What follows belongs to an exercise in optimizing a design on an open flow for small area, a short achievable clock period and few clock cycles per item; a production flow would make more cautious choices.
The RTL was checked by simulation tests, not by an equivalence proof against the original design.

== the reference run ==
## pi_heading_aligner_top
module pi_heading_aligner_top (
  input  logic                                clk_i,
  input  logic                                rst_ni,
  input  logic                                cfg_we_i,
  input  logic [pha_pkg::AddrW-1:0]           cfg_addr_i,
  input  logic [pha_pkg::CfgDataW-1:0]        cfg_wdata_i,
  input  logic                                in_valid_i,
  output logic                                in_ready_o,
  input  logic signed [pha_pkg::ErrW-1:0]     heading_error_i,
  input  logic                                target_valid_i,
  output logic                                out_valid_o,
  input  logic                                out_ready_i,
  output logic signed [pha_pkg::DriveW-1:0]   left_drive_o,
  output logic signed [pha_pkg::DriveW-1:0]   right_drive_o,
  output logic signed [pha_pkg::DriveW-1:0]   steer_value_o,
  output logic                                aligned_o
);
  localparam int unsigned IW = 21;   
  pha_pkg::cfg_t cfg_q;
  logic sk_valid_q, s0_valid_q, s1_valid_q, s2_valid_q, out_valid_q;
  logic adv, s0_load, in_acc, in_ready_q;
  logic [ErrW-1:0]        sk_err_q, s0_err_q;
  ...
Size: ~3500 cells after synthesis, about 94 I/O pins.
clock: 15.0 ns
lec_check: 0
abc_area: 1
cap_margin: 20
core_margin: 2
core_utilization: 40
slew_margin: 20
standard.sh (not shown) runs the stock make flow with config.mk's settings and CLKGATE_MAP_FILE= SYNTH_SCRIPT=/design/flow/synth_recipe.tcl, a recipe that flattens the netlist after the stock synthesis.
==> flow/flow/run.sh <==
#!/bin/bash
set -euo pipefail
HERE="$(cd "$(dirname "$0")" && pwd)"
mapfile -t ARGS < "$HERE/make_args.txt"
bash standard.sh finish "${ARGS[@]}" > flow_make.log 2>&1
==> flow/flow/make_args.txt <==
SETUP_SLACK_MARGIN=9.8
BUFFER_PORTS_ARGS=-buffer_cell sky130_fd_sc_hd__buf_1
The reference run: flow completed, timing, DRC and antenna clean
Testbench counts of the reference run, summed over its fixed seeds: cycles 5,952, items 5,760.
> inputs changed (the reference run -> the trial run)
- putting CTS_BUF_LIST at sky130_fd_sc_hd__clkbuf_4 sky130_fd_sc_hd__clkbuf_8 where nothing was set
==> flow/flow/make_args.txt <==
SETUP_SLACK_MARGIN=10
BUFFER_PORTS_ARGS=-buffer_cell sky130_fd_sc_hd__buf_1
Findings:
- The reference run reports its critical path launch point as cfg_q[40] while the trial run reports integ_q[17].
- In the final reports, the cell area of the trial run is larger than that of the reference run.
- Cell count: the trial run higher than the reference run
- Between the reference run and the trial run, the count of buffers not belonging to the clock network in the layout is higher for the trial run.
- Comparing the reference run and the trial run, critical path data arrival time is lower on the reference run.
- Number of stages on the worst setup path ends up lower on the trial run.

========
== v1 ==
pi_heading_aligner_top, a different RTL version from the one above (not shown whole).
For scale: ~3500 cells after synthesis, about 250 flip-flops, roughly 94 I/O pins, ~0.028 mm2 of cells after synthesis.
clock: 15.0 ns
lec_check: 0
abc_area: 1
cap_margin: 20
core_margin: 2
core_utilization: 40
slew_margin: 20
tns_end_percent: 5
==> flow/flow/make_args.txt <==
SETUP_SLACK_MARGIN=9.8
BUFFER_PORTS_ARGS=-buffer_cell sky130_fd_sc_hd__buf_1
Scripts as last shown in full above: flow/flow/run.sh
Testbench counts of v1, summed over its fixed seeds: cycles 5,952, items 5,760.
[inputs] v32 vs v1
- TNS_END_PERCENT changed from 5 to 20
==> flow/flow/make_args.txt <==
SETUP_SLACK_MARGIN=10
BUFFER_PORTS_ARGS=-buffer_cell sky130_fd_sc_hd__buf_1
Results
The worst setup slack of v32 exceeds that of v1 by 49 ps. Status: clock-cell share of area parity (v1, v32). Hold-critical path depth: v32 vs v1 down 1. Max freq v1 -> v32: improved. [compare] base=v1 new=v32: total of plain and repair buffers excluding clock buffers rose 66, final cell count without fillers rose 1.5%. On register fraction of the total cell area, the lower figure sits with v32, not v1.

-- separate check: timing with driven ports --
No port has a modelled driver above. Below, the same layouts with a new extraction and two added sets of constraints. Step 1: set_driving_cell puts a clkbuf_16 on clk_i and a buf_2 on each other input, an assumption about the parent block. Step 2 times the ports against the registers' clock, not the clock port: input delays grow and output delays shrink by t, the midpoint of the rising clock arrivals with the driver on. Three values: no drivers, after step 1, after step 2; two values: the first two.
| run | t (ns) | setup WS [ns] | worst hold slack (ns) | worst data-port slew with drivers (ns) | cell pins on the clock port's net |
|---|---|---|---|---|---|
| the reference run | 0.626 | 9.849 / 9.849 / 9.588 | 0.433 / 0.433 / 0.433 | 0.08 | 1 |
| the trial run | 0.690 | 9.660 / 9.660 / 9.605 | 0.421 / 0.421 / 0.421 | 0.09 | 1 |
| v1 | 0.639 | 9.846 / 9.846 / 9.662 | 0.464 / 0.464 / 0.464 | 0.11 | 1 |
| v32 | 0.623 | 9.895 / 9.895 / 9.808 | 0.467 / 0.467 / 0.467 | 0.12 | 1 |
After both steps every run listed still meets setup and hold. The setup slack of the reference run, which loses most, moves by 0.000 ns with the drivers and by -0.261 ns with both steps.
